Context: an optimization exercise on an open-source flow, tuned for small area. The choices shown serve that exercise and are no tape-out recipe. Only simulation tests tie the RTL to the original design; equivalence was not proved. No activity file was given, so power comes from the tool's default toggle rates. The clock port is modelled as an ideal driver; clocking choices that lean on that would not hold on a real chip.

File: constraint.sdc
create_clock -name core_clock -period 10.0 [get_ports {CLK}]
set_input_delay 2.0000 -clock core_clock [delete_from_list [all_inputs] [get_ports {CLK}]]
set_output_delay 2.0000 -clock core_clock [all_outputs]
set_load 0.01 [all_outputs]
File: config.mk
export PLATFORM = sky130hd
export DESIGN_NAME = mipsCoreTop
export DESIGN_NICKNAME = mipsCoreTop
export VERILOG_FILES = /design/flow/design.v
export SDC_FILE = /design/flow/constraint.sdc
export NUM_CORES = 4
export LEC_CHECK = 0
export CAP_MARGIN = 20
export CORE_MARGIN = 2
export CORE_UTILIZATION = 40
export SLEW_MARGIN = 20
File: design.v
`default_nettype none
package isaPkg;
	typedef logic [4:0] regAddrT;  
	typedef logic [31:0] wordT;  
endpackage
`default_nettype wire
`default_nettype none
package uarchPkg;
	localparam int addrWidth = 9;  
	typedef enum logic [2:0] {
		clsAlu,  
		clsLui,  
		clsShift,  
		clsLw,  
		clsSw  
	} clsT;
endpackage
`default_nettype wire
`default_nettype none
module alu (
	input logic [2:0] fn,  
	input logic a,
	input logic b,
	input logic cin,
	output logic sum,  
	output logic cout,
	output logic lt,  
	output logic res  
);
	logic isSub;
	logic bx;
	assign isSub = fn == 3'd1 || fn[2:1] == 2'b11;
	assign bx = b ^ isSub;
	assign sum = a ^ bx ^ cin;
	assign cout = (a & bx) | (a & cin) | (bx & cin);
	assign lt = fn[0] ? ~cout : ((a ^ b) ? a : sum);
	always_comb begin
		case (fn)
			3'd0, 3'd1: res = sum;
			3'd2: res = a & b;
			3'd3: res = a | b;
			3'd4: res = a ^ b;
			3'd5: res = ~(a | b);
			default: res = 1'b0;
		endcase
	end
endmodule
`default_nettype wire
`default_nettype none
module registerFile (
	input logic CLK,
	input logic [4:0] rdAddrA,
	input logic [4:0] rdAddrB,
	input logic [4:0] wrAddr,
	input logic wrEn,
	input logic clear,  
	input logic wrBit,
	output logic rdBitA,
	output logic rdBitB
);
	logic [31:0] head;  
	assign head[0] = 1'b0;
	for (genvar k = 1; k < 32; k++) begin : g_reg
		logic [31:0] q;
		logic we;
		assign we = clear || (wrEn && wrAddr == 5'(k));
		assign head[k] = q[0];
		always_ff @(posedge CLK) begin
			q <= {we ? (wrBit && !clear) : q[0], q[31:1]};
		end
	end
	assign rdBitA = head[rdAddrA];
	assign rdBitB = head[rdAddrB];
endmodule
`default_nettype wire
`default_nettype none
module mipsCore (
	input logic CLK,
	input logic reset,
	output logic stb,
	output logic we,
	output logic [6:0] adrWord,  
	output logic [31:0] datW,
	input logic ack,
	input logic [31:0] datR
);
	typedef enum logic [2:0] {
		sClear,  
		sFetch,
		sWait1,  
		sLap1,
		sMem,  
		sWait2,  
		sLap2,
		sFix  
	} stateT;
	stateT state;
	stateT nextState;
	logic [4:0] phase;
	logic ph0;
	logic ph31;
	logic [6:0] pc;
	logic [31:0] w;  
	logic [6:0] t;  
	logic c;  
	uarchPkg::clsT cls;
	logic [2:0] fn;  
	logic immB;  
	logic zext;
	logic [4:0] rs;
	logic [4:0] rt;
	logic [4:0] dst;
	uarchPkg::clsT dCls;
	logic [2:0] dFn;
	logic dImmB;
	logic dZext;
	logic dNop;
	always_comb begin
		dCls = uarchPkg::clsAlu;
		dFn = 3'd0;
		dImmB = 1'b1;
		dZext = 1'b0;
		dNop = 1'b0;
		case (datR[31:26])
			6'b000000: begin
				dImmB = 1'b0;
				case (datR[5:0])
					6'b100000, 6'b100001: dFn = 3'd0;
					6'b100010, 6'b100011: dFn = 3'd1;
					6'b100100: dFn = 3'd2;
					6'b100101: dFn = 3'd3;
					6'b100110: dFn = 3'd4;
					6'b100111: dFn = 3'd5;
					6'b101010: dFn = 3'd6;
					6'b101011: dFn = 3'd7;
					6'b000100: begin
						dCls = uarchPkg::clsShift;
						dFn = 3'd0;
					end
					6'b000110: begin
						dCls = uarchPkg::clsShift;
						dFn = 3'd1;
					end
					6'b000111: begin
						dCls = uarchPkg::clsShift;
						dFn = 3'd2;
					end
					default: dNop = 1'b1;
				endcase
			end
			6'b001000, 6'b001001: dFn = 3'd0;
			6'b001010: dFn = 3'd6;
			6'b001011: dFn = 3'd7;
			6'b001100: begin
				dFn = 3'd2;
				dZext = 1'b1;
			end
			6'b001101: begin
				dFn = 3'd3;
				dZext = 1'b1;
			end
			6'b001110: begin
				dFn = 3'd4;
				dZext = 1'b1;
			end
			6'b001111: dCls = uarchPkg::clsLui;
			6'b100011: dCls = uarchPkg::clsLw;
			6'b101011: dCls = uarchPkg::clsSw;
			default: dNop = 1'b1;
		endcase
	end
	assign ph0 = phase == 5'd0;
	assign ph31 = phase == 5'd31;
	always_ff @(posedge CLK) begin
		if (reset) begin
			phase <= '0;
			state <= sClear;
			pc <= '0;
		end else begin
			phase <= phase + 5'd1;
			state <= nextState;
			if (state == sFetch && ack) pc <= pc + 7'd1;
		end
	end
	always_ff @(posedge CLK) begin
		if (state == sFetch && ack) begin
			cls <= dCls;
			fn <= dFn;
			immB <= dImmB;
			zext <= dZext;
			rs <= datR[25:21];
			rt <= datR[20:16];
			dst <= (datR[31:26] == 6'b000000) ? datR[15:11] : datR[20:16];
		end
	end
	logic rdA;
	logic rdB;
	logic bSrc;
	logic cin;
	logic sum;
	logic cout;
	logic lt;
	logic aluRes;
	logic wrEn;
	logic wrBit;
	logic isShift;
	logic isMem;
	logic isSlt;
	logic sll;
	logic cmp;
	logic [4:0] sAmt;
	logic [4:0] tapIdx;
	logic wShift;
	logic wIn;
	logic tShift;
	assign isShift = cls == uarchPkg::clsShift;
	assign isMem = cls == uarchPkg::clsLw || cls == uarchPkg::clsSw;
	assign isSlt = cls == uarchPkg::clsAlu && fn[2:1] == 2'b11;
	assign sll = isShift && fn[1:0] == 2'd0;
	assign bSrc = immB ? (w[0] && !(zext && phase[4])) : rdB;
	assign cin = ph0 ? (fn == 3'd1 || fn[2:1] == 2'b11) : c;
	alu i_alu (
		.fn(isMem ? 3'd0 : fn),
		.a(rdA),
		.b(bSrc),
		.cin(cin),
		.sum(sum),
		.cout(cout),
		.lt(lt),
		.res(aluRes)
	);
	assign sAmt = t[6:2];
	assign cmp = (sll ? phase : ~phase) >= sAmt;
	assign tapIdx = (isShift && !sll) ? sAmt : 5'd0;
	always_comb begin
		wrEn = 1'b0;
		wrBit = 1'b0;
		wShift = 1'b0;
		wIn = w[0];
		tShift = 1'b0;
		case (state)
			sLap1: begin
				case (cls)
					uarchPkg::clsAlu: begin
						wrEn = 1'b1;
						wrBit = aluRes;
						wShift = !(phase[4] || phase[3:0] == 4'hF);
					end
					uarchPkg::clsLui: begin
						wrEn = 1'b1;
						wrBit = phase[4] && w[0];
						wShift = phase[4];
					end
					uarchPkg::clsShift: begin
						wShift = 1'b1;
						wIn = rdB;
						tShift = phase < 5'd5;
					end
					uarchPkg::clsLw: begin
						wShift = 1'b1;
						tShift = phase >= 5'd2;
					end
					default: begin  
						wShift = 1'b1;
						wIn = rdB;
						tShift = phase >= 5'd2 && phase <= 5'd8;
					end
				endcase
			end
			sLap2: begin
				wrEn = 1'b1;
				if (cls == uarchPkg::clsLw) begin
					wShift = 1'b1;
					wrBit = w[0];
				end else begin
					wShift = !sll || cmp;
					wrBit = cmp ? w[tapIdx] : (fn[1] && c);
				end
			end
			sFix: begin
				wrEn = 1'b1;
				wrBit = c;
			end
			default: ;
		endcase
	end
	always_ff @(posedge CLK) begin
		if (stb && ack) begin
			w <= datR;
		end else if (wShift) begin
			w <= {wIn, w[31:1]};
		end
		if (tShift) t <= {isShift ? rdA : sum, t[6:1]};
		if (state == sLap1) begin
			if (isShift) c <= rdB;  
			else if (ph31 && isSlt) c <= lt;
			else c <= cout;
		end
	end
	registerFile i_registerFile (
		.CLK(CLK),
		.rdAddrA(rs),
		.rdAddrB(rt),
		.wrAddr(dst),
		.wrEn(wrEn),
		.clear(state == sClear),
		.wrBit(wrBit),
		.rdBitA(rdA),
		.rdBitB(rdB)
	);
	always_comb begin
		nextState = state;
		case (state)
			sClear: if (ph31) nextState = sFetch;
			sFetch: if (ack && !dNop) nextState = sWait1;
			sWait1: if (ph31) nextState = sLap1;
			sLap1: begin
				if (cls == uarchPkg::clsLw) begin
					if (phase == 5'd8) nextState = sMem;
				end else if (ph31) begin
					if (cls == uarchPkg::clsSw) nextState = sMem;
					else if (isShift) nextState = sLap2;
					else if (isSlt) nextState = sFix;
					else nextState = sFetch;
				end
			end
			sMem: if (ack) nextState = (cls == uarchPkg::clsLw) ? sWait2 : sFetch;
			sWait2: if (ph31) nextState = sLap2;
			sLap2: if (ph31) nextState = sFetch;
			default: nextState = sFetch;  
		endcase
	end
	assign stb = state == sFetch || state == sMem;
	assign we = state == sMem && cls == uarchPkg::clsSw;
	assign adrWord = (state == sMem) ? t : pc;
	assign datW = w;
endmodule
`default_nettype wire
`timescale 1ns/1ns
`default_nettype none
module mipsCoreTop (
	input logic CLK,
	input logic reset,
	output logic wb_cyc_o,
	output logic wb_stb_o,
	output logic wb_we_o,
	output logic [8:0] wb_adr_o,
	output logic [31:0] wb_dat_o,
	input logic wb_ack_i,
	input logic [31:0] wb_dat_i
);
	logic stb;
	logic [6:0] adrWord;
	assign wb_cyc_o = stb;
	assign wb_stb_o = stb;
	assign wb_adr_o = {adrWord, 2'b00};
	mipsCore i_mipsCore (
		.CLK(CLK),
		.reset(reset),
		.stb(stb),
		.we(wb_we_o),
		.adrWord(adrWord),
		.datW(wb_dat_o),
		.ack(wb_ack_i),
		.datR(wb_dat_i)
	);
endmodule
`default_nettype wire
File: run.sh
#!/bin/bash
# synth_recipe.tcl (not shown) runs the flow's synth.tcl, then flattens the netlist and writes it again
# the make line also repeats each setting of config.mk as NAME=value (left out here)
make -C /OpenROAD-flow-scripts/flow DESIGN_CONFIG=/design/flow/config.mk WORK_HOME=/design/flow/orfs CLKGATE_MAP_FILE= SYNTH_SCRIPT=/design/flow/synth_recipe.tcl finish
==> results.cfg, run 1 <==
[status]
status = complete, no violations

[die]
dieArea_um2 = 66430
ioPinCount = 79
start_util_pct = 40.24
die_height_um = 257.7
coreArea_um2 = 64000
rows = 93
fp.dieW_um = 257.7

[drt]
vias_per_cell = 4.299
totalWireLength_mm = 41.20
drc = 0
wl_per_cell_um = 15.56
drt_iter0_markers = 594
dr.pass1.iters = 5
vias = 11390
antenna_left = 0

[worst_setup_path]
cp.depth = 4
crit_required_ps = 8000
critPathBufInv = 1
crit_chain = nand2b_1 -> nor2_1 -> mux2_2 -> clkdlybuf4s50_1
reg2reg_depth = 13
critPathMaxStageDelay_ps = 600
worstSetupStartpointType = flop
cp-end-kind = primary output
critical_path.slowest_cell = dfxtp_1
crit_family = simple AND/OR/NAND/NOR gates
path_max_fanout = 16
arrival_ps = 2780
path_class = flop to primary output

[timing]
final_max_slew_viol_count = 0
hold_viol = 0
slew_headroom_pct = 43.31
timing.hold.ws_ps = 305.0
fmax_ghz = 0.2091
period_share_pct = 47.82
fin_worst_skew_ps = 24.87
setup_tns_ps = 0
rsz0062_at_grt = no
fin_crit_ps = 4782
setup_viol_count_final = 0
tightest_slew_ps = 837.1

[finish]
drive_gt1_share_pct = 13.95
nets = 1764
instances_no_fill = 2648
fin_area_um2 = 30700
syn_to_final_growth_pct = 19.19

[synth]
yosysSeqAreaShare_pct = 85.62
synth_top_cell_by_area = dfxtp_1
synth_common_cells = dfxtp_1, edfxtp_1, nand2_1
synth-edff-count = 63
synth_cells = 1570
async_flop_share_pct = 0
synth-warning-count = 3
syn_area_per_cell_um2 = 16.40
synth_cell_type_count = 68
ys.flop_type = dfxtp_1
yosys_register_bits = 1070
syn_area_um2 = 25750
synth_most_common_cell = dfxtp_1
synth_top_area_share_pct = 78.27
synth_area_leaders = dfxtp_1, edfxtp_1, mux2_2

[hold_path]
hold_path_class = flop to flop
whs_path_depth = 0

[power]
powerDensity_nw_per_um2 = 259.8
intPower_uw = 6474
p_sw_uw = 1501
p_comb_share_pct = 0.5
power_uw = 7976
clockPowerShare_pct = 45.6
p_leak_uw = 0.01193
vdd_drop_max_mv = 0.1525
p_sw_share_pct = 18.82
pwr-share-seq_pct = 53.9

[flow_run]
cap_violations = 0

[global_route]
grt_antenna_before_repair = 1
grt_pass1_wl_mm = 64.77
grt_pass1_vias = 11430
grt.total_usage_pct = 12.59
gr-total-overflow = 0
grt_start_max_net_pins = 36

[placement]
hpwl_mm = 26.13
gp_congestion = 0.8239
placed_area_um2 = 27490
port_buffers = 76
dp_cells = 2475

[clocking]
post-cts-setup-buffers = 0
cts_resized = 0
htree_levels = 3
cts_tree = done
cts_buffer_depth = 3
cts_inserted_buffers = 93
root_buffer = clkbuf_16
path_clk_slew_ps = 60
clk_latency_ps = 620
cts-hold-fix-buffers = 0
cts.sinks = 1070
final timing paths:
kind	end	startpoint	slack (ps)
hold / removal	i_mipsCore.i_registerFile.g_reg[30].q[14]	i_mipsCore.i_registerFile.g_reg[30].q[15]	300
hold reg to reg	i_mipsCore.i_registerFile.g_reg[30].q[14]	i_mipsCore.i_registerFile.g_reg[30].q[15]	300
setup / recovery	wb_adr_o[2]	i_mipsCore.state[2]	5220
setup reg to reg	i_mipsCore.i_registerFile.g_reg[26].q[31]	i_mipsCore.rt[1]	5890
metrics by stage:
stage | util (%) | setup WS [ps]
after global placement | 42.95 | 5502
after floorplan | - | 6174
after CTS | 47.96 | 5209
final | 47.96 | 5218
after detailed placement | 42.95 | 5535
after global routing | 47.96 | 5043
power groups by stage:
stage	registers (µW)	clock network (µW)	logic, µW
detailed placement	4400	0	40.2
floorplan	4390	0	16.3
global placement	4400	0	39.6
CTS	4300	3740	40.6
global route	4300	3920	43.8
finish	4300	3630	40.8
placed cells by master (no fill, tap or decap), types with 20 or more instances in the layout:
cell	instances
mux2_2	43
clkbuf_16	100
a21oi_1	45
nor2_1	34
mux2i_1	27
clkdlybuf4s50_1	76
dfxtp_1	1007
nand2_1	63
edfxtp_1	63
clkbuf_1	26
o31ai_2	20
area by class of cell:
class,instances,area (µm²)
clock inverter,31,402.9
clock buffer,141,2806
inverter,18,67.56
sequential,1070,22050
tap,855,1070
fill,5481,33300
timing repair buffer,86,835.8
antenna,1,2.502
multi-input combinational,446,3461
flip-flops by register name, summed over array words and instances (netlist names):
register                       cells
i_mipsCore.rt                      5
i_mipsCore.w                      32
i_mipsCore.dst                     5
i_mipsCore.immB                    1
i_mipsCore.t                       7
i_mipsCore.zext                    1
i_mipsCore.fn                      3
i_mipsCore.rs                      5
i_mipsCore.i_registerFile.g.q    992
i_mipsCore.phase                   5
i_mipsCore.c                       1
i_mipsCore.pc                      7
i_mipsCore.state                   3
i_mipsCore.cls                     3
logic make-up after synthesis:
logic type / Yosys count / synth area share, %
AOI/OAI and AO/OA: 145 / 4.188
xor gates and xnor gates: 17 / 0.5781
adders and majority gates: 14 / 0.7093
buffers and inverters: 55 / 0.9862
DFF: 1070 / 85.62
muxes: 86 / 4.329
other: 1 / 0.01456
and+or+nand+nor: 182 / 3.576
per-layer routing:
layer	vias to the layer above	wire [µm]	share of wire [%]	GRT usage, %
li1	5549	-	-	-
met1	5501	20810	51	18.16
met2	242	17020	41	17.84
met3	93	1992	4.8	3.190
met4	0	1376	3.3	5.588
met5	-	0	0	0
==> run 2, diff against run 1 <==
==> flow/run.sh (new file) <==
#!/bin/bash
# Standard layout with two changes: clock tree sinks clustered into larger
# groups without dummy loads, and port buffers of the smallest buffer cell.
set -euo pipefail
bash standard.sh \
	CTS_ARGS="-sink_clustering_enable -repair_clock_nets -dont_use_dummy_load -sink_clustering_size 35 -sink_clustering_max_diameter 70" \
	BUFFER_PORTS_ARGS="-buffer_cell sky130_fd_sc_hd__buf_1" \
	finish > flow_make.log 2>&1
==> standard.sh (new file) <==
#!/bin/bash
# synth_recipe.tcl (not shown) runs the flow's synth.tcl, then flattens the netlist and writes it again
# the make line also repeats each setting of config.mk as NAME=value (left out here)
make -C /OpenROAD-flow-scripts/flow DESIGN_CONFIG=/design/flow/config.mk WORK_HOME=/design/flow/orfs CLKGATE_MAP_FILE= SYNTH_SCRIPT=/design/flow/synth_recipe.tcl "${@:-finish}"
removed: run.sh
==> run 2 against run 1 <==
Global-route usage down 0.76 points. Register-to-register slack better by 50 ps. Critical endpoint is now wb_adr_o[8]. Still clean on timing, DRC and antenna. Clock power down 48%. Sequential share of layout area up 6.8 points. Critical path depth unchanged. Utilization down 4.2 points. Final area down 8.7%. Largest power group unchanged.
==> results.cfg, run 2 <==
[power]
clockPowerShare_pct = 30.3
intPower_uw = 5051
vdd_drop_max_mv = 0.1570
pwr-share-seq_pct = 69.2
powerDensity_nw_per_um2 = 221.7
p_leak_uw = 0.01064
p_sw_uw = 1161
p_comb_share_pct = 0.5
p_sw_share_pct = 18.70

[synth]
syn_area_um2 = 25750
synth-warning-count = 3
yosysSeqAreaShare_pct = 85.62
synth_top_area_share_pct = 78.27
yosys_register_bits = 1070
synth-edff-count = 63
synth_cell_type_count = 68
syn_area_per_cell_um2 = 16.40
synth_area_leaders = dfxtp_1, edfxtp_1, mux2_2
ys.flop_type = dfxtp_1
async_flop_share_pct = 0
synth_top_cell_by_area = dfxtp_1
synth_most_common_cell = dfxtp_1
synth_common_cells = dfxtp_1, edfxtp_1, nand2_1
synth_cells = 1570

[global_route]
grt_pass1_wl_mm = 61.25
grt_pass1_vias = 10800
met1_usage_pct = 17.51
use_met2_pct = 17.17
grtUsageMet3_pct = 2.424
grt_antenna_before_repair = 1
gr-total-overflow = 0
grt_start_max_net_pins = 37
busiest_layer = met1
grt.total_usage_pct = 11.83

[placement]
port_buffers = 76
hpwl_mm = 25.31
dp_cells = 2474
gp_congestion = 0.8658

[clocking]
cts-hold-fix-buffers = 0
clk_latency_ps = 580
cts_inserted_buffers = 41
cts.sinks = 1070
cts_buffer_depth = 3
cts_tree = done
post-cts-setup-buffers = 0
path_clk_slew_ps = 110
htree_levels = 2
root_buffer = clkbuf_16
cts_resized = 0

[worst_setup_path]
crit_required_ps = 8000
arrival_ps = 2460
reg2reg_depth = 11
rrSetupSlack_ps = 5940
r2r-end = i_mipsCore.i_registerFile.g_reg[27].q[31]
cp-end-kind = primary output
path_max_fanout = 16
worstSetupStartpointType = flop
path_class = flop to primary output
r2r-start = i_mipsCore.rs[0]

[finish]
instances_no_fill = 2515
diodes = 0
regMostFlops = i_mipsCore.i_registerFile.g.q
top_regs = i_mipsCore.i_registerFile.g.q: 992 flops, i_mipsCore.w: 32 flops
syn_to_final_growth_pct = 8.827
largest_reg_flops = 992
final_cell_mix = dfxtp_1, buf_1, nand2_1, edfxtp_1, a21oi_1
drive_gt1_share_pct = 8.675
nets = 1711
mostFrequentLayoutCell = dfxtp_1

[hold_path]
whs_endpoint = i_mipsCore.i_registerFile.g_reg[20].q[23]
whs_path_depth = 0
hold_path_class = flop to flop
min_from = i_mipsCore.i_registerFile.g_reg[20].q[24]

[die]
coreArea_um2 = 64000
die_height_um = 257.7
start_util_pct = 40.24
ioPinCount = 79
dieArea_um2 = 66430
fp.dieW_um = 257.7
rows = 93

[drt]
vias_per_cell = 4.337
antenna_left = 0
dr.pass1.iters = 7
wl_per_cell_um = 15.49
drc = 0
drt_iter0_markers = 646
totalWireLength_mm = 38.95
vias = 10910

[timing]
period_share_pct = 44.64
hold_viol = 0
setup_viol_count_final = 0
final_max_slew_viol_count = 0
fin_crit_ps = 4464
fmax_ghz = 0.2240
slew_headroom_pct = 29.44
tightest_slew_ps = 1056
rsz0062_at_grt = no
fin_worst_skew_ps = 46.13
setup_tns_ps = 0

[flow_run]
cap_violations = 0

[status]
status = complete, no violations
run 2: cell counts after synthesis:
No cell type changed its count.
run 2: cells by family (layout without fill, tap and decap cells):
family          count (synthesis)  in the layout  synth area share [%]
other cells                     1              2               0.01456
xor+xnor                       17             17                0.5781
compound gates                145            145                 4.188
flops                        1070           1070                 85.62
simple gates                  182            182                 3.576
mux                            86             86                 4.329
buf+inv                        55            144                0.9862
fa+ha+maj                      14             14                0.7093
run 2: worst max path at each step:
stage,endpoint,from,depth (start not counted)
after floorplan,i_mipsCore.i_registerFile.g_reg[10].q[31],i_mipsCore.rs[0],12
after global placement,i_mipsCore.i_registerFile.g_reg[23].q[31],i_mipsCore.rs[0],11
after detailed placement,i_mipsCore.i_registerFile.g_reg[31].q[31],i_mipsCore.rs[0],11
after CTS,wb_adr_o[8],i_mipsCore.state[2],4
after global routing,wb_adr_o[8],i_mipsCore.state[2],4
final,wb_adr_o[8],i_mipsCore.state[2],4
run 2: area by class of cell:
cell class	instances	area, µm²
inverters	18	67.56
flip-flops and latches	1070	22050
well taps	855	1070
fillers	5710	35970
clock buffers	41	1026
repair buffers	85	352.8
multi-input cells	446	3461
run 2: stage by stage:
stage	area [µm²]	total power, µW	setup slack, ps	hold WS [ps]	utilization (%)
after floorplan	25760	4411	6174	309.6	-
after global placement	27000	4427	5958	309.7	42.19
after detailed placement	27000	4427	5878	312.1	42.19
after CTS	28030	6289	5556	282.9	43.79
after global routing	28030	6443	5438	281.2	43.79
final	28030	6212	5536	288.5	43.79
run 2: power groups by stage:
stage          Combinational [µW]  Clock [µW]  Sequential [µW]
2_1_floorplan                16.3           0             4390
3_3_place_gp                 30.9           0             4400
3_5_place_dp                 31.2           0             4400
4_1_cts                      31.5        1960             4300
5_1_grt                      34.5        2110             4300
6_report                     31.6        1880             4300
run 2: layer usage:
metal | vias up | wire [µm] | part of all wire, %
met3 | 67 | 1614 | 4.1
met4 | 2 | 1054 | 2.7
met5 | - | 13 | 0.033
met1 | 5290 | 20150 | 52
li1 | 5373 | - | -
met2 | 175 | 16120 | 41
run 2: worst max-delay path: stages, from the launching register on:
cell      delay [ps]
dfxtp_1          630
nand2b_1         130
nor2_1           560
mux2_2           440
buf_1            150
==> run 3, diff against run 2 <==
--- a/design.v
+++ b/design.v
@@ -61,3 +61,13 @@
 	logic [31:0] head;  
+	logic [3:0] selHi;  
+	logic [7:0] selLo;  
+	logic bitIn;
 	assign head[0] = 1'b0;
+	assign bitIn = wrBit && !clear;
+	for (genvar i = 0; i < 4; i++) begin : g_hi
+		assign selHi[i] = clear || (wrEn && wrAddr[4:3] == 2'(i));
+	end
+	for (genvar i = 0; i < 8; i++) begin : g_lo
+		assign selLo[i] = clear || wrAddr[2:0] == 3'(i);
+	end
 	for (genvar k = 1; k < 32; k++) begin : g_reg
@@ -65,6 +75,6 @@
 		logic we;
-		assign we = clear || (wrEn && wrAddr == 5'(k));
+		assign we = selHi[k / 8] && selLo[k % 8];
 		assign head[k] = q[0];
 		always_ff @(posedge CLK) begin
-			q <= {we ? (wrBit && !clear) : q[0], q[31:1]};
+			q <= {we ? bitIn : q[0], q[31:1]};
 		end
@@ -105,2 +115,3 @@
 	logic c;  
+	logic [4:0] k;
 	uarchPkg::clsT cls;
@@ -186,6 +197,9 @@
 		if (state == sFetch && ack) begin
-			cls <= dCls;
-			fn <= dFn;
-			immB <= dImmB;
-			zext <= dZext;
+			case (dCls)
+				uarchPkg::clsAlu: k <= {1'b0, dImmB, dFn};
+				uarchPkg::clsLui: k <= 5'b01101;
+				uarchPkg::clsShift: k <= {2'b10, dFn};
+				uarchPkg::clsLw: k <= 5'b11000;
+				default: k <= 5'b11001;
+			endcase
 			rs <= datR[25:21];
@@ -199,2 +213,3 @@
 	logic cin;
+	logic [2:0] aluFn;
 	logic sum;
@@ -215,2 +230,13 @@
 	logic tShift;
+	assign fn = k[2:0];
+	assign immB = k[4] || k[3];
+	assign zext = k[3] && (k[2:0] == 3'd2 || k[2:0] == 3'd3 || k[2:0] == 3'd4);
+	always_comb begin
+		case (k[4:3])
+			2'd0: cls = uarchPkg::clsAlu;
+			2'd1: cls = (k[2:0] == 3'd5) ? uarchPkg::clsLui : uarchPkg::clsAlu;
+			2'd2: cls = uarchPkg::clsShift;
+			default: cls = k[0] ? uarchPkg::clsSw : uarchPkg::clsLw;
+		endcase
+	end
 	assign isShift = cls == uarchPkg::clsShift;
@@ -220,5 +246,6 @@
 	assign bSrc = immB ? (w[0] && !(zext && phase[4])) : rdB;
-	assign cin = ph0 ? (fn == 3'd1 || fn[2:1] == 2'b11) : c;
+	assign aluFn = isMem ? 3'd0 : fn;
+	assign cin = ph0 ? (aluFn == 3'd1 || aluFn[2:1] == 2'b11) : c;
 	alu i_alu (
-		.fn(isMem ? 3'd0 : fn),
+		.fn(aluFn),
 		.a(rdA),
==> run 3 against run 2 <==
Maximum frequency shrank 0.64%. Global-route usage shrank 0.91 points. Sequential power is essentially flat. Critical endpoint is now i_mipsCore.i_registerFile.g_reg[14].q[31]. Clock skew grew 25 ps. Via count shrank 5.2%. Die area shrank 1.4%. Register-to-register slack lost 430 ps.
==> results.cfg, run 3 <==
[drt]
dr.pass1.iters = 5
wl_per_cell_um = 14.65
totalWireLength_mm = 36.05
top_layer = met4
met1Wirelength_mm = 19.13
vias_per_cell = 4.200
routed-wl-met2_mm = 14.64
antenna_left = 0
vias = 10340
drt_iter0_markers = 579
drc = 0
met3WireLength_mm = 1.259

[clocking]
cts_resized = 0
path_clk_slew_ps = 110
htree_levels = 2
root_buffer = clkbuf_16
cts_inserted_buffers = 39
cts.sinks = 1067
clk_latency_ps = 600
post-cts-setup-buffers = 0
cts-hold-fix-buffers = 0
cts_tree = done
cts_buffer_depth = 3

[worst_setup_path]
worstSetupStartpointType = flop
critPathMaxStageDelay_ps = 640
path_max_fanout = 31
rrSetupSlack_ps = 5510
worstSetupEndpoint = i_mipsCore.i_registerFile.g_reg[14].q[31]
r2r-start = i_mipsCore.rt[1]
crit_family = multiplexers
r2r-end = i_mipsCore.i_registerFile.g_reg[14].q[31]
cp.depth = 14
reg2reg_depth = 14
crit_chain = mux4_1 -> mux4_2 -> o22ai_2 -> nor2_2 -> a31oi_4 -> xor2_1 -> fa_1 -> nor3b_1 -> or3_1 -> a221oi_1 -> nor4_1 -> o211ai_1 -> buf_4 -> mux2_2
crit_required_ps = 10520
crit_start = i_mipsCore.rt[1]
critical_path.slowest_cell = edfxtp_1
arrival_ps = 5020
cp-end-kind = flop
critPathBufInv = 1
path_class = flop to flop

[power]
powerDensity_nw_per_um2 = 222.5
intPower_uw = 5002
p_sw_uw = 1137
clockPowerShare_pct = 29.8
vdd_drop_max_mv = 0.1831
p_leak_uw = 0.01059
pwr-share-seq_pct = 69.8
p_sw_share_pct = 18.53
p_comb_share_pct = 0.5

[timing]
timing.hold.ws_ps = 300.7
hold_viol = 0
setup_viol_count_final = 0
fin_crit_ps = 4493
period_share_pct = 44.93
setup_tns_ps = 0
slew_headroom_pct = 29.74
fin_worst_skew_ps = 71.44
fmax_ghz = 0.2226
rsz0062_at_grt = no
tightest_slew_ps = 1054
final_max_slew_viol_count = 0

[die]
rows = 92
fp.dieW_um = 255.9
dieArea_um2 = 65490
ioPinCount = 79
start_util_pct = 40.39
die_height_um = 255.9
coreArea_um2 = 62850

[hold_path]
hold_path_class = flop to flop

[placement]
gp_congestion = 0.8453
hpwl_mm = 23.26
port_buffers = 76

[finish]
regArea_um2 = 21960
drive_gt1_share_pct = 8.747
top_regs = i_mipsCore.i_registerFile.g.q: 992 flops, i_mipsCore.w: 32 flops
syn_to_final_growth_pct = 8.730
mostFrequentLayoutCell = dfxtp_1
regMostFlops = i_mipsCore.i_registerFile.g.q
nets = 1662
final_cell_mix = dfxtp_1, mux2_2, buf_1, nor2_1, edfxtp_1
fillers = 5635
largest_reg_flops = 992
multiInputGateArea_um2 = 3187

[global_route]
grt.total_usage_pct = 10.92
grt_pass1_vias = 10110
gr-total-overflow = 0
grt_antenna_before_repair = 4
grt_start_max_net_pins = 36
grt_pass1_wl_mm = 56.35

[synth]
synth_cells = 1526
synth_common_cells = dfxtp_1, mux2_2, nor2_1
synth_area_leaders = dfxtp_1, edfxtp_1, mux2_2
ys.flop_type = dfxtp_1
yosysSeqAreaShare_pct = 86.52
async_flop_share_pct = 0
synth_most_common_cell = dfxtp_1
yosys_register_bits = 1067
syn_area_um2 = 25380
syn_area_per_cell_um2 = 16.63
synth_cell_type_count = 66
synth_top_area_share_pct = 79.42
synth-edff-count = 60
synth-warning-count = 3
synth_top_cell_by_area = dfxtp_1

[flow_run]
cap_violations = 0

[status]
status = complete, no violations
-- run 3: cell count changes in the layout (fill, tap and decap cells not counted), sizes merged, moves of 4 or more --
cell,before,now
nor2,35,70
mux2i,27,17
o31ai,31,0
nor3b,7,3
nand3,16,11
buf,85,81
nand4,3,7
a21oi,45,24
inv,18,23
nand2,63,27
o22ai,6,2
xor2,10,6
mux2,43,78
-- run 3: cell families after synthesis --
group	after synthesis	synth area share [%]
adder cells (fa/ha/maj)	13	0.6704
flip-flops	1067	86.52
AND/OR/NAND/NOR	170	3.293
buffers and inverters	58	0.9612
AO/OA/AOI/OAI	91	2.440
multiplexers	110	5.550
XOR/XNOR	16	0.5521
other	1	0.01477
-- run 3: final cells by class --
cell class              instances  share of cell area (%)
multi-input cells             402                   11.55
clock buffers                  39                   3.536
diodes                          3                 0.02720
inverters                      23                  0.3128
flip-flops and latches       1067                   79.57
well taps                     846                   3.835
repair buffers                 81                   1.170
-- run 3: through the flow --
step | setup WS [ps] | area [µm²] | power [µW] | cells | util (%)
floorplan | 6202 | 25390 | 4396 | 1527 | -
global placement | 5578 | 26610 | 4409 | 2419 | 42.34
detailed placement | 5461 | 26620 | 4410 | 2419 | 42.35
CTS | 5448 | 27590 | 6226 | 2458 | 43.90
global route | 5293 | 27590 | 6367 | 2458 | 43.90
finish | 5507 | 27600 | 6140 | 2461 | 43.91
-- run 3: worst min-delay path by stage --
stage                                              start                                   endpoint  slack, ps  depth (start not counted)
2_1_floorplan   i_mipsCore.i_registerFile.g_reg[10].q[1]   i_mipsCore.i_registerFile.g_reg[10].q[0]        310                          0
3_3_place_gp    i_mipsCore.i_registerFile.g_reg[11].q[4]   i_mipsCore.i_registerFile.g_reg[11].q[3]        310                          0
3_5_place_dp     i_mipsCore.i_registerFile.g_reg[2].q[1]    i_mipsCore.i_registerFile.g_reg[2].q[0]        310                          0
4_1_cts         i_mipsCore.i_registerFile.g_reg[2].q[15]   i_mipsCore.i_registerFile.g_reg[2].q[14]        310                          0
5_1_grt        i_mipsCore.i_registerFile.g_reg[20].q[17]  i_mipsCore.i_registerFile.g_reg[20].q[16]        310                          0
6_report        i_mipsCore.i_registerFile.g_reg[2].q[15]   i_mipsCore.i_registerFile.g_reg[2].q[14]        300                          0
-- run 3: routing by layer --
metal,GRT usage [%],up-vias
li1,-,5165
met1,16.51,4971
met2,15.53,134
met3,1.961,66
met4,4.045,0
met5,0,-
-- run 3: power by group through the flow --
stage	Sequential, µW	Combinational (µW)	Clock (µW)
after floorplan	4380	15.3	0
after global placement	4380	27.1	0
after detailed placement	4380	27.7	0
after CTS	4290	28.1	1910
after global routing	4290	30.7	2050
final	4290	27.7	1830
==> run 4, diff against run 3 <==
==> flow/run.sh (replaced) <==
#!/bin/bash
# Standard layout with two changes: the clock tree uses clkbuf_8 buffers with
# sinks clustered in groups of up to 21 without dummy loads, and the port
# buffers are the smallest buffer cell.
set -euo pipefail
bash standard.sh \
	CTS_ARGS="-sink_clustering_enable -repair_clock_nets -dont_use_dummy_load -sink_clustering_size 21 -sink_clustering_max_diameter 55 -buf_list sky130_fd_sc_hd__clkbuf_8" \
	BUFFER_PORTS_ARGS="-buffer_cell sky130_fd_sc_hd__buf_1" \
	finish > flow_make.log 2>&1
==> run 4 against run 3 <==
Global-route usage is 0.12 points higher. Wire length increased by 0.72%. Worst setup slack lost 34 ps. Sequential share of layout area grew 0.48 points. Via count increased by 0.86%. Utilization down 0.26 points. Critical path type unchanged. Largest power group unchanged.
==> results.cfg, run 4 <==
[timing]
setup_viol_count_final = 0
rsz0062_at_grt = no
slew_headroom_pct = 28.14
setup_tns_ps = 0
tightest_slew_ps = 1078
final_max_slew_viol_count = 0
hold_viol = 0
fmax_ghz = 0.2209
fin_crit_ps = 4527
period_share_pct = 45.27
fin_worst_skew_ps = 50.25

[synth]
ys.flop_type = dfxtp_1
async_flop_share_pct = 0
synth_area_leaders = dfxtp_1, edfxtp_1, mux2_2
syn_area_per_cell_um2 = 16.63
synth_top_cell_by_area = dfxtp_1
syn_area_um2 = 25380
synth-edff-count = 60
yosysSeqAreaShare_pct = 86.52
synth_cell_type_count = 66
synth_most_common_cell = dfxtp_1
synth-warning-count = 3
synth_cells = 1526
synth_top_area_share_pct = 79.42
yosys_register_bits = 1067
synth_common_cells = dfxtp_1, mux2_2, nor2_1

[global_route]
grt_start_max_net_pins = 36
grt.total_usage_pct = 11.04
grt_antenna_before_repair = 5
grt_pass1_vias = 10300
grt_pass1_wl_mm = 56.88
gr-total-overflow = 0

[power]
p_comb_share_pct = 0.5
pwr-share-seq_pct = 71.9
clockPowerShare_pct = 27.6
intPower_uw = 4825
p_sw_uw = 1135
vdd_drop_max_mv = 0.1631
powerDensity_nw_per_um2 = 217.3
p_sw_share_pct = 19.05
power_uw = 5960
p_leak_uw = 0.01053

[die]
die_height_um = 255.9
dieArea_um2 = 65490
fp.dieW_um = 255.9
coreArea_um2 = 62850
rows = 92
ioPinCount = 79
start_util_pct = 40.39

[clocking]
htree_levels = 2
cts_resized = 0
cts-hold-fix-buffers = 0
root_buffer = clkbuf_8
post-cts-setup-buffers = 0
cts_tree = done
cts_buffer_depth = 3
cts.sinks = 1067
cts_inserted_buffers = 59
clk_latency_ps = 690
path_clk_slew_ps = 110

[worst_setup_path]
crit_required_ps = 10590
arrival_ps = 5120
path_class = flop to flop
critical_path.slowest_cell = edfxtp_1
cp-end-kind = flop
critPathMaxStageDelay_ps = 650
worstSetupStartpointType = flop
path_max_fanout = 31
crit_chain = mux4_1 -> mux4_2 -> o22ai_2 -> nor2_2 -> a31oi_4 -> xor2_1 -> fa_1 -> nor3b_1 -> or3_1 -> a221oi_1 -> nor4_1 -> o211ai_1 -> buf_4 -> mux2_2

[drt]
drt_iter0_markers = 573
vias = 10430
dr.pass1.iters = 5
antenna_left = 0
totalWireLength_mm = 36.31
vias_per_cell = 4.204
wl_per_cell_um = 14.64
drc = 0

[finish]
drive_gt1_share_pct = 9.865
fillers = 5655
top_regs = i_mipsCore.i_registerFile.g.q: 992 flops, i_mipsCore.w: 32 flops
largest_reg_flops = 992
final_cell_mix = dfxtp_1, mux2_2, buf_1, nor2_1, edfxtp_1
regMostFlops = i_mipsCore.i_registerFile.g.q
syn_to_final_growth_pct = 8.074
nets = 1682
mostFrequentLayoutCell = dfxtp_1

[placement]
port_buffers = 76
hpwl_mm = 23.26
gp_congestion = 0.8453

[status]
status = complete, no violations

[hold_path]
hold_path_class = flop to flop

[flow_run]
cap_violations = 0
[run 4: cell counts after synthesis]
Identical to the previous run, type by type.
[run 4: worst max-delay path: cells and delay by family (launching register included)]
family | cells | cell delay, ps
AOI/OAI and AO/OA | 4 | 780
and+or+nand+nor | 4 | 680
xor gates and xnor gates | 1 | 220
muxes | 3 | 1320
buffers and inverters | 1 | 310
DFF | 1 | 650
adders and majority gates | 1 | 490
[run 4: metal layers]
metal	wire length, µm	share of wire (%)	track usage [%]	vias to the layer above
met5	0	0	0	-
met4	927	2.6	4.029	0
met3	1412	3.9	2.406	63
met2	14800	41	15.60	134
met1	19160	53	16.52	5036
li1	-	-	-	5192
[run 4: power groups by stage]
stage               logic (µW)  clock network (µW)  registers [µW]
CTS                       28.1                1730            4290
global placement          27.1                   0            4380
floorplan                 15.3                   0            4380
global route              30.7                1880            4290
finish                    27.7                1650            4280
detailed placement        27.7                   0            4380
[run 4: logic make-up after synthesis]
| group | after synthesis | synth area share, % |
|---|---|---|
| xor gates and xnor gates | 16 | 0.5521 |
| buffers and inverters | 58 | 0.9612 |
| AOI/OAI and AO/OA | 91 | 2.440 |
| muxes | 110 | 5.550 |
| DFF | 1067 | 86.52 |
| adders and majority gates | 13 | 0.6704 |
| other | 1 | 0.01477 |
| and+or+nand+nor | 170 | 3.293 |
[run 4: final cells by class]
class / instances / area (µm²) / share of cell area, %
diodes: 2 / 5.005 / 0.01824
clock buffers: 59 / 812.0 / 2.960
inverters: 23 / 86.33 / 0.3147
multi-input cells: 402 / 3187 / 11.62
flip-flops and latches: 1067 / 21960 / 80.05
well taps: 846 / 1059 / 3.859
repair buffers: 81 / 322.8 / 1.177
[run 4: final timing paths]
| check | start | endpoint | slack (ps) | cells past startpoint |
|---|---|---|---|---|
| setup / recovery | i_mipsCore.rt[1] | i_mipsCore.i_registerFile.g_reg[14].q[31] | 5470 | 14 |
| setup reg to reg | i_mipsCore.rt[1] | i_mipsCore.i_registerFile.g_reg[14].q[31] | 5470 | 14 |
| hold / removal | i_mipsCore.i_registerFile.g_reg[30].q[4] | i_mipsCore.i_registerFile.g_reg[30].q[3] | 290 | 0 |
| hold reg to reg | i_mipsCore.i_registerFile.g_reg[30].q[4] | i_mipsCore.i_registerFile.g_reg[30].q[3] | 290 | 0 |
[run 4: through the flow]
stage	hold WS (ps)	cells	util, %	setup slack (ps)	instance area [µm²]
global route	298.1	2479	43.64	5254	27430
detailed placement	312.1	2419	42.35	5461	26620
CTS	282.6	2478	43.64	5417	27430
floorplan	309.6	1527	-	6202	25390
finish	292.5	2480	43.65	5473	27430
global placement	310.3	2419	42.34	5578	26610
==> run 5, diff against run 4 <==
==> flow/run.sh (replaced) <==
#!/bin/bash
# Standard layout with these changes: the clock tree uses clkbuf_8 buffers
# with sinks clustered in groups of up to 21 without dummy loads, the port
# buffers are the smallest buffer cell, and after global routing the resizer
# downsizes cells on paths with positive slack.
set -euo pipefail
bash standard.sh \
	CTS_ARGS="-sink_clustering_enable -repair_clock_nets -dont_use_dummy_load -sink_clustering_size 21 -sink_clustering_max_diameter 55 -buf_list sky130_fd_sc_hd__clkbuf_8" \
	BUFFER_PORTS_ARGS="-buffer_cell sky130_fd_sc_hd__buf_1" \
	RECOVER_POWER=100 \
	finish > flow_make.log 2>&1
==> run 5 against run 4 <==
Now fails the layout checks on capacitance limit, slew limit. Worst setup slack got worse by 870 ps. Maximum frequency decreased by 16%. Utilization decreased by 0.064 points. Non-clock buffer count unchanged. Register-to-register slack got worse by 870 ps. First-iteration DRC count decreased by 2.8%. Sequential power about the same. Sequential cell count unchanged. Die area unchanged. Clock skew about the same. Area after synthesis unchanged. Clock-buffer cell count unchanged. Critical path type unchanged.
==> results.cfg, run 5 <==
[clocking]
path_clk_slew_ps = 110
cts.sinks = 1067
cts_tree = done
cts_buffer_depth = 3
cts_resized = 0
htree_levels = 2
clk_latency_ps = 690
cts-hold-fix-buffers = 0
cts_inserted_buffers = 59
root_buffer = clkbuf_8
post-cts-setup-buffers = 0

[synth]
yosysSeqAreaShare_pct = 86.52
synth-warning-count = 3
synth_top_cell_by_area = dfxtp_1
syn_area_per_cell_um2 = 16.63
synth_most_common_cell = dfxtp_1
synth_top_area_share_pct = 79.42
yosys_register_bits = 1067
synth_common_cells = dfxtp_1, mux2_2, nor2_1
synth-edff-count = 60
synth_cells = 1526
synth_area_leaders = dfxtp_1, edfxtp_1, mux2_2
syn_area_um2 = 25380
synth_cell_type_count = 66
async_flop_share_pct = 0
ys.flop_type = dfxtp_1

[finish]
final_cell_mix = dfxtp_1, mux2_2, buf_1, nor2_1, edfxtp_1
top_regs = i_mipsCore.i_registerFile.g.q: 992 flops, i_mipsCore.w: 32 flops
nets = 1682
regMostFlops = i_mipsCore.i_registerFile.g.q
fillers = 5662
fin_area_um2 = 27390
mostFrequentLayoutCell = dfxtp_1
largest_reg_flops = 992
syn_to_final_growth_pct = 7.916
drive_gt1_share_pct = 9.191

[worst_setup_path]
crit_required_ps = 10590
cp-end-kind = flop
path_max_fanout = 31
path_class = flop to flop
worstSetupStartpointType = flop
arrival_ps = 5980

[global_route]
gr-total-overflow = 0
grt_start_max_net_pins = 36
grt.total_usage_pct = 11.04
grt_pass1_wl_mm = 56.88
grt_antenna_before_repair = 5
grt_pass1_vias = 10300

[status]
check.faults = capacitance limit, slew limit
status = failed layout checks

[timing]
fin_crit_ps = 5393
period_share_pct = 53.93
timing.hold.ws_ps = 292.5
slew_headroom_pct = -26.01
setup_slack_ps = 4607
tightest_slew_ps = 1890
hold_viol = 0
fin_worst_skew_ps = 50.35
setup_viol_count_final = 0
fmax_ghz = 0.1854
rsz0062_at_grt = no
final_max_slew_viol_count = 69
setup_tns_ps = 0

[placement]
gp_congestion = 0.8453
dp_slack_ps = 5461
port_buffers = 76
hpwl_mm = 23.26
placed_area_um2 = 26620

[drt]
totalWireLength_mm = 36.26
vias = 10440
vias_per_cell = 4.208
drc = 0
dr.pass1.iters = 5
drt_iter0_markers = 557
wl_per_cell_um = 14.62
antenna_left = 0

[power]
p_sw_uw = 1134
vdd_drop_max_mv = 0.1633
p_sw_share_pct = 19.03
pwr-share-seq_pct = 71.9
power_uw = 5959
clockPowerShare_pct = 27.6
intPower_uw = 4825
p_comb_share_pct = 0.5
p_leak_uw = 0.01051
powerDensity_nw_per_um2 = 217.5

[die]
coreArea_um2 = 62850
start_util_pct = 40.39
dieArea_um2 = 65490
ioPinCount = 79
rows = 92
die_height_um = 255.9
fp.dieW_um = 255.9

[flow_run]
cap_violations = 2

[hold_path]
hold_path_class = flop to flop
-- run 5: cell counts after synthesis --
No cell type changed its count.
-- run 5: metrics by stage --
stage | util [%] | std cells
final | 43.58 | 2480
after global routing | 43.58 | 2479
after CTS | 43.64 | 2478
after detailed placement | 42.35 | 2419
after global placement | 42.34 | 2419
after floorplan | - | 1527
-- run 5: cell type report --
cell class / count / area (µm²) / share of cell area (%)
sequential: 1067 / 21960 / 80.17
multi-input combinational: 402 / 3166 / 11.56
tap: 846 / 1059 / 3.864
clock buffer: 59 / 812.0 / 2.964
timing repair buffer: 81 / 304.0 / 1.110
inverter: 23 / 86.33 / 0.3152
antenna: 2 / 5.005 / 0.01827
-- run 5: logic make-up after synthesis --
group	Yosys count	synth area share [%]
other	1	0.01477
xor gates and xnor gates	16	0.5521
and+or+nand+nor	170	3.293
AOI/OAI and AO/OA	91	2.440
buffers and inverters	58	0.9612
muxes	110	5.550
DFF	1067	86.52
adders and majority gates	13	0.6704
-- run 5: final timing paths --
| kind | startpoint | endpoint | slack [ps] | cells after the start |
|---|---|---|---|---|
| setup / recovery | i_mipsCore.rt[1] | i_mipsCore.i_registerFile.g_reg[14].q[31] | 4610 | 14 |
| hold / removal | i_mipsCore.i_registerFile.g_reg[30].q[4] | i_mipsCore.i_registerFile.g_reg[30].q[3] | 290 | 0 |
| hold reg to reg | i_mipsCore.i_registerFile.g_reg[30].q[4] | i_mipsCore.i_registerFile.g_reg[30].q[3] | 290 | 0 |
| setup reg to reg | i_mipsCore.rt[1] | i_mipsCore.i_registerFile.g_reg[14].q[31] | 4610 | 14 |
-- run 5: critical path, stage by stage (launching register included) --
cell and delay, ps:
edfxtp_1 640, mux4_1 620, mux4_2 460, o22ai_1 280
nor2_2 90, a31oi_1 300, xor2_1 240, fa_1 490
nor3b_1 160, or3_1 320, a221oi_1 280, nor4_1 110
o211ai_1 110, clkbuf_1 880, mux2_2 330
-- run 5: power by group through the flow --
stage / logic [µW] / clock network, µW / registers, µW
floorplan: 15.3 / 0 / 4380
CTS: 28.1 / 1730 / 4290
global route: 30.8 / 1880 / 4290
detailed placement: 27.7 / 0 / 4380
finish: 27.7 / 1650 / 4280
global placement: 27.1 / 0 / 4380
-- run 5: layer usage --
layer / part of all wire (%) / track usage, %
met1: 52 / 16.52
met2: 41 / 15.60
met3: 4.5 / 2.406
met4: 2.7 / 4.029
met5: 0 / 0
==> run 6, diff against run 5 <==
--- a/design.v
+++ b/design.v
@@ -226,3 +226,6 @@
 	logic [4:0] sAmt;
-	logic [4:0] tapIdx;
+	logic [2:0] lag;  
+	logic [1:0] tapSel;  
+	logic srlWait;
+	logic tapBit;
 	logic wShift;
@@ -260,3 +263,6 @@
 	assign cmp = (sll ? phase : ~phase) >= sAmt;
-	assign tapIdx = (isShift && !sll) ? sAmt : 5'd0;
+	assign lag = 3'd0 - sAmt[2:0];
+	assign tapSel = sAmt[4:3] + 2'(sAmt[2:0] != 3'd0);
+	assign srlWait = phase[4:3] == 2'd0 && phase[2:0] < lag;
+	assign tapBit = cmp ? w[sll ? 5'd0 : {tapSel, 3'b000}] : (fn[1] && c);
 	always_comb begin
@@ -301,5 +307,9 @@
 					wrBit = w[0];
+				end else if (sll) begin
+					wShift = cmp;
+					wrBit = tapBit;
 				end else begin
-					wShift = !sll || cmp;
-					wrBit = cmp ? w[tapIdx] : (fn[1] && c);
+					wrEn = !srlWait;
+					wShift = !srlWait;
+					wrBit = tapBit;
 				end
@@ -308,3 +318,4 @@
 				wrEn = 1'b1;
-				wrBit = c;
+				wShift = 1'b1;
+				wrBit = isShift ? tapBit : c;
 			end
@@ -355,4 +366,4 @@
 			sWait2: if (ph31) nextState = sLap2;
-			sLap2: if (ph31) nextState = sFetch;
-			default: nextState = sFetch;  
+			sLap2: if (ph31) nextState = (isShift && !sll && lag != 3'd0) ? sFix : sFetch;
+			default: if (!isShift || phase[2:0] == lag - 3'd1) nextState = sFetch;  
 		endcase
==> flow/run.sh (replaced) <==
#!/bin/bash
# Standard layout with these changes: synthesis maps logic for area
# (flow/synth_area.tcl, which wraps the standard flow's own synthesis script), the clock
# tree uses clkbuf_8 buffers with sinks clustered in groups of up to 21
# without dummy loads, and the port buffers are the smallest buffer cell.
set -euo pipefail
here=$(pwd)
export FLOW_STD_SYNTH="$here/synth_recipe.tcl"
bash standard.sh \
	SYNTH_SCRIPT="$here/flow/synth_area.tcl" \
	CTS_ARGS="-sink_clustering_enable -repair_clock_nets -dont_use_dummy_load -sink_clustering_size 21 -sink_clustering_max_diameter 55 -buf_list sky130_fd_sc_hd__clkbuf_8" \
	BUFFER_PORTS_ARGS="-buffer_cell sky130_fd_sc_hd__buf_1" \
	finish > flow_make.log 2>&1
==> flow/synth_area.tcl (new file) <==
# The standard synthesis script with one change: ABC maps the logic with
# its area-oriented mapper (amap) instead of the speed script, without the
# delay target and the driver/load constraints. Registers are mapped before
# ABC runs, so they are the same as in the standard synthesis.
proc abc {args} {
  set keep {}
  set skip 0
  foreach a $args {
    if {$skip} { set skip 0; continue }
    if {$a eq "-script" || $a eq "-D" || $a eq "-constr"} { set skip 1; continue }
    lappend keep $a
  }
  yosys abc -script "+strash;ifraig;scorr;dc2;strash;dch,-f;amap" {*}$keep
}
source $::env(FLOW_STD_SYNTH)
==> run 6 against run 5 <==
The run now finishes clean. Critical path depth is 5 higher. Register-to-register slack better by 640 ps. Total power is 50% higher. Worst setup slack better by 640 ps. Via count is 6.5% higher. Sequential power is 53% higher. Critical endpoint is now i_mipsCore.i_registerFile.g_reg[4].q[31]. Largest power group unchanged. Highest routed layer unchanged.
==> results.cfg, run 6 <==
[finish]
largest_reg_flops = 992
top_regs = i_mipsCore.i_registerFile.g.q: 992 flops, i_mipsCore.w: 32 flops
syn_to_final_growth_pct = 9.349
multiInputGateArea_um2 = 2531
fillers = 5476
nets = 1813
fin_util_pct = 44.10
final_cell_mix = dfxtp_1, nor2_1, clkinv_1, buf_1, clkbuf_8
drive_gt1_share_pct = 4.214
regArea_um2 = 21960
mostFrequentLayoutCell = dfxtp_1
regMostFlops = i_mipsCore.i_registerFile.g.q

[timing]
setup_viol_count_final = 0
fin_crit_ps = 4752
hold_viol = 0
slew_headroom_pct = 33.52
period_share_pct = 47.52
final_max_slew_viol_count = 0
tightest_slew_ps = 992.5
fin_worst_skew_ps = 73.81
setup_tns_ps = 0
fmax_ghz = 0.2105
rsz0062_at_grt = no

[synth]
synth_cell_type_count = 40
synth_most_common_cell = dfxtp_1
yosys_register_bits = 1067
synth-edff-count = 60
async_flop_share_pct = 0
syn_area_per_cell_um2 = 15.44
synth_area_leaders = dfxtp_1, edfxtp_1, nor2_1
yosysSeqAreaShare_pct = 88.41
synth_common_cells = dfxtp_1, nor2_1, clkinv_1
synth_cells = 1609
ys.flop_type = dfxtp_1
syn_area_um2 = 24840
synth_top_cell_by_area = dfxtp_1
synth-warning-count = 3
synth_top_area_share_pct = 81.16

[worst_setup_path]
path_class = flop to flop
critical_path.slowest_cell = edfxtp_1
r2r-start = i_mipsCore.rt[2]
worstSetupStartpointType = flop
crit_required_ps = 10470
path_max_fanout = 31
cpMostUsedCell = o21ai_0
critPathMaxStageDelay_ps = 720
crit_chain = clkinv_1 -> o221ai_1 -> o21ai_0 -> o22ai_1 -> o21ai_0 -> a21oi_1 -> a21oi_1 -> nand2_1 -> o21ai_0 -> fa_1 -> clkinv_1 -> o21ai_0 -> a31oi_1 -> a41oi_1 -> o22a_1 -> nor2_1 -> nor3_2 -> buf_4 -> a21oi_1
crit_start = i_mipsCore.rt[2]
arrival_ps = 5220
cp-end-kind = flop

[die]
fp.dieW_um = 253.2
die_height_um = 253.2
dieArea_um2 = 64110
ioPinCount = 79
rows = 91
coreArea_um2 = 61600
start_util_pct = 40.33

[power]
powerDensity_nw_per_um2 = 328.1
p_sw_uw = 2027
clockPowerShare_pct = 19.8
p_comb_share_pct = 6.6
vdd_drop_max_mv = 0.1631
p_leak_uw = 0.01062
intPower_uw = 6885
pwr-share-seq_pct = 73.6
p_sw_share_pct = 22.75

[hold_path]
min_from = i_mipsCore.i_registerFile.g_reg[8].q[31]
hold_path_class = flop to flop

[clocking]
root_buffer = clkbuf_8
htree_levels = 3
post-cts-setup-buffers = 0
cts.sinks = 1067
cts_buffer_depth = 3
path_clk_slew_ps = 110
cts_resized = 0
cts-hold-fix-buffers = 0
cts_tree = done
clk_latency_ps = 670
cts_inserted_buffers = 68

[status]
status = complete, no violations

[placement]
gp_congestion = 0.8485
port_buffers = 76
hpwl_mm = 23.95

[global_route]
grt_start_max_net_pins = 33
grt_antenna_before_repair = 0
grt.total_usage_pct = 11.76
grt_pass1_wl_mm = 58.51
grt_pass1_vias = 10860
gr-total-overflow = 0

[drt]
wl_per_cell_um = 14.19
totalWireLength_mm = 36.82
antenna_left = 0
drt_iter0_markers = 535
drc = 0
vias_per_cell = 4.284
dr.pass1.iters = 5
vias = 11110

[flow_run]
cap_violations = 0
[run 6: power groups by stage]
stage,combinational (µW),sequential [µW],clock (µW)
6_report,590,6560,1760
3_5_place_dp,591,6670,0
4_1_cts,594,6600,1850
5_1_grt,666,6750,1990
2_1_floorplan,396,6430,0
3_3_place_gp,570,6640,0
[run 6: final timing paths]
kind / end / slack, ps / cells past startpoint
worst max-delay path: i_mipsCore.i_registerFile.g_reg[4].q[31] / 5250 / 19
worst max register to register: i_mipsCore.i_registerFile.g_reg[4].q[31] / 5250 / 19
worst min register to register: i_mipsCore.i_registerFile.g_reg[8].q[30] / 260 / 0
worst min-delay path: i_mipsCore.i_registerFile.g_reg[8].q[30] / 260 / 0
[run 6: critical path, delay by kind of cell, from the launching register on]
kind                     cells  cell delay [ps]
AO/OA/AOI/OAI               12             2100
buffers and inverters        3              940
flip-flops                   1              720
adder cells (fa/ha/maj)      1              560
AND/OR/NAND/NOR              3              270
[run 6: kinds of logic after synthesis]
kind of cell / count (synthesis) / synth area share [%]
fa+ha+maj: 20 / 1.038
compound gates: 217 / 5.541
other cells: 1 / 0.01510
simple gates: 212 / 3.561
buf+inv: 92 / 1.436
flops: 1067 / 88.41
[run 6: layer usage]
metal | vias to the layer above | share of wire (%) | GRT usage [%]
met1 | 5248 | 50 | 16.36
met3 | 71 | 5.5 | 3.012
met4 | 0 | 2.8 | 5.173
li1 | 5554 | - | -
met5 | - | 0 | 0
met2 | 240 | 42 | 17.30
[run 6: stage by stage]
stage / hold slack [ps] / power, µW / setup slack, ps / cell area (µm²) / cells
global route: 244.7 / 9408 / 4709 / 27160 / 2593
finish: 260.7 / 8912 / 5248 / 27160 / 2594
detailed placement: 312.1 / 7260 / 4735 / 26220 / 2525
floorplan: 309.6 / 6827 / 4938 / 24840 / 1610
CTS: 255.9 / 9047 / 5254 / 27160 / 2593
global placement: 310.2 / 7214 / 4853 / 26180 / 2523
[run 6: layout make-up]
type	instances	area share [%]
clock buffer	68	3.446
antenna	1	0.009213
multi-input combinational	451	9.319
sequential	1067	80.85
inverter	89	1.230
tap	837	3.856
timing repair buffer	81	1.290
==> run 7, diff against run 6 <==
--- a/flow/run.sh
+++ b/flow/run.sh
@@ -10,3 +10,3 @@
 	SYNTH_SCRIPT="$here/flow/synth_area.tcl" \
-	CTS_ARGS="-sink_clustering_enable -repair_clock_nets -dont_use_dummy_load -sink_clustering_size 21 -sink_clustering_max_diameter 55 -buf_list sky130_fd_sc_hd__clkbuf_8" \
+	CTS_ARGS="-sink_clustering_enable -repair_clock_nets -dont_use_dummy_load -sink_clustering_size 21 -sink_clustering_max_diameter 70 -buf_list sky130_fd_sc_hd__clkbuf_8" \
 	BUFFER_PORTS_ARGS="-buffer_cell sky130_fd_sc_hd__buf_1" \
--- a/flow/synth_area.tcl
+++ b/flow/synth_area.tcl
@@ -12,3 +12,3 @@
   }
-  yosys abc -script "+strash;ifraig;scorr;dc2;strash;dch,-f;amap" {*}$keep
+  yosys abc -script "+strash;ifraig;scorr;dc2;dc2;strash;dch,-f;amap,-A,8,-F,2" {*}$keep
 }
==> run 7 against run 6 <==
Still clean on timing, DRC and antenna. Sequential power increased by 0.8%. Register-to-register slack improved by 110 ps. Die area decreased by 0.35%. Worst setup slack improved by 50 ps. Via count decreased by 0.39%. Synthesized cell count fell by 2.8%. Largest power group unchanged.
==> results.cfg, run 7 <==
[die]
ioPinCount = 79
die_height_um = 252.8
rows = 91
start_util_pct = 40.26
coreArea_um2 = 61480
dieArea_um2 = 63890
fp.dieW_um = 252.8

[drt]
antenna_left = 0
dr.pass1.iters = 7
totalWireLength_mm = 36.30
drc = 0
vias = 11070
wl_per_cell_um = 14.57
vias_per_cell = 4.442
drt_iter0_markers = 603

[finish]
fin_util_pct = 43.72
largest_reg_flops = 992
nets = 1759
regMostFlops = i_mipsCore.i_registerFile.g.q
fillers = 5480
final_cell_mix = dfxtp_1, nor2_1, clkinv_1, buf_1, a21oi_1
syn_to_final_growth_pct = 8.603
top_regs = i_mipsCore.i_registerFile.g.q: 992 flops, i_mipsCore.w: 32 flops
drive_gt1_share_pct = 3.995
diodes = 0
mostFrequentLayoutCell = dfxtp_1

[synth]
yosysSeqAreaShare_pct = 88.72
synth_common_cells = dfxtp_1, nor2_1, clkinv_1
synth-warning-count = 3
syn_area_um2 = 24750
synth_top_cell_by_area = dfxtp_1
syn_area_per_cell_um2 = 15.83
synth_top_area_share_pct = 81.44
yosys_register_bits = 1067
synth_cell_type_count = 38
synth_most_common_cell = dfxtp_1
async_flop_share_pct = 0
ys.flop_type = dfxtp_1
synth-edff-count = 60
synth_area_leaders = dfxtp_1, edfxtp_1, nor2_1
synth_cells = 1564

[clocking]
path_clk_slew_ps = 110
cts_resized = 0
cts-hold-fix-buffers = 0
post-cts-setup-buffers = 0
cts.sinks = 1067
root_buffer = clkbuf_8
htree_levels = 2
cts_buffer_depth = 3
cts_inserted_buffers = 60
cts_tree = done
clk_latency_ps = 680

[worst_setup_path]
path_max_fanout = 11
crit_required_ps = 8000
path_class = flop to primary output
cp-end-kind = primary output
arrival_ps = 2700
worstSetupStartpointType = flop

[power]
powerDensity_nw_per_um2 = 339.6
vdd_drop_max_mv = 0.1499
p_leak_uw = 0.01046

[placement]
gp_congestion = 0.8046
port_buffers = 76
hpwl_mm = 23.57

[flow_run]
cap_violations = 0

[timing]
setup_viol_count_final = 0
setup_tns_ps = 0
hold_viol = 0
slew_headroom_pct = 31.88
fin_crit_ps = 4701
timing.hold.ws_ps = 282.0
tightest_slew_ps = 1017
fin_worst_skew_ps = 58.13
fmax_ghz = 0.2127
final_max_slew_viol_count = 0
rsz0062_at_grt = no
period_share_pct = 47.01

[global_route]
grt_antenna_before_repair = 0
grt_start_max_net_pins = 41
grt_pass1_vias = 10890
gr-total-overflow = 0
grt_pass1_wl_mm = 58.71
grt.total_usage_pct = 11.65

[hold_path]
hold_path_class = flop to flop

[status]
status = complete, no violations
## run 7: changes by cell type after synthesis, moves of 13 or more
cell	previous run	this run
a21oi_1	57	73
a221oi_1	5	22
nand2_1	54	21
o21ai_0	48	22
o22a_1	2	25
o22ai_1	28	15
## run 7: path summary, 6_finish.rpt
path                                                    end  slack [ps]                                       from  cells past startpoint
setup / recovery                                wb_adr_o[4]        5300                        i_mipsCore.state[2]                      5
hold / removal    i_mipsCore.i_registerFile.g_reg[17].q[30]         280  i_mipsCore.i_registerFile.g_reg[17].q[31]                      0
setup reg to reg   i_mipsCore.i_registerFile.g_reg[1].q[31]        5360                            i_mipsCore.k[4]                     17
hold reg to reg   i_mipsCore.i_registerFile.g_reg[17].q[30]         280  i_mipsCore.i_registerFile.g_reg[17].q[31]                      0
## run 7: cell families (layout without fill, tap and decap cells)
| logic type | count (synthesis) | after routing | synth area share [%] |
|---|---|---|---|
| buffers and inverters | 81 | 218 | 1.274 |
| adders and majority gates | 20 | 20 | 1.041 |
| AOI/OAI and AO/OA | 223 | 223 | 6.046 |
| and+or+nand+nor | 172 | 172 | 2.902 |
| other | 1 | 2 | 0.01515 |
| DFF | 1067 | 1067 | 88.72 |
## run 7: layer usage
metal / up-vias / GRT usage [%] / wire, µm / part of all wire (%)
met2: 268 / 17.56 / 15320 / 42
met1: 5277 / 16.37 / 17900 / 49
met5: - / 0 / 0 / 0
li1: 5443 / - / - / -
met3: 82 / 2.461 / 1936 / 5.3
met4: 0 / 4.666 / 1140 / 3.1
## run 7: cell type report
class / count / area (µm²) / share of cell area (%)
Tap cell: 790 / 988.4 / 3.677
Sequential cell: 1067 / 21960 / 81.69
Timing Repair Buffer: 80 / 315.3 / 1.173
Clock buffer: 60 / 825.8 / 3.072
Inverter: 78 / 292.8 / 1.089
Multi-Input combinational cell: 417 / 2499 / 9.295
## run 7: through the flow
step           worst slack (ps)  cells  total power [µW]  area [µm²]
4_1_cts                    5209   2492              9274       26880
2_1_floorplan              4882   1565              7077       24760
6_report                   5299   2492              9130       26880
3_3_place_gp               5342   2432              7559       26050
3_5_place_dp               5180   2432              7586       26060
5_1_grt                    4930   2492              9672       26880
## run 7: critical path, stage by stage, from the launching register on
cell      delay [ps]
dfxtp_1          550
nand2_1          140
nor2_1           560
clkinv_1         340
o22ai_1          250
buf_1            200
## run 7: report_power, final
| group | total, µW | internal (µW) | switching (µW) | leakage, µW |
|---|---|---|---|---|
| Combinational | 862 | 291 | 571 | 0.00107 |
| Sequential | 6610 | 6110 | 505 | 0.00896 |
| Clock | 1650 | 539 | 1110 | 0.000431 |

## afterwards: timing with drivers on the ports
The results above use ideal ports. As a check the final layouts listed here were re-extracted and re-timed, cells and wires unchanged. Step 1 assumes that a clkbuf_16 drives the clock port and a buf_2 every other input. Step 2 adds t to the input delays and takes it off the output delays; t is the mean of the earliest and latest rising clock arrival at the registers after step 1. Input paths then give back, and output paths get back, about the clock's delay inside the block. Three values: no drivers, after step 1, after step 2; two values: the first two.
| run | shift t [ns] | slack for setup (ns) | worst register clock-pin slew, ns | pins driven straight from the clock port |
|---|---|---|---|---|
| run 1 | 0.669 | 5.218 / 5.158 / 5.481 | 0.07 / 0.07 | 1 |
| run 2 | 0.623 | 5.536 / 5.478 / 5.907 | 0.12 / 0.12 | 1 |
| run 3 | 0.621 | 5.507 / 5.507 / 5.507 | 0.12 / 0.12 | 1 |
| run 4 | 0.718 | 5.473 / 5.433 / 5.473 | 0.12 / 0.12 | 1 |
| run 5 | 0.713 | 4.607 / 4.607 / 4.607 | 0.12 / 0.12 | 1 |
| run 6 | 0.668 | 5.248 / 5.248 / 4.686 | 0.12 / 0.12 | 1 |
| run 7 | 0.699 | 5.299 / 5.248 / 5.040 | 0.12 / 0.12 | 1 |
For run 6, which loses most, drivers alone change the setup slack by 0.000 ns; drivers and shift together by -0.562 ns.
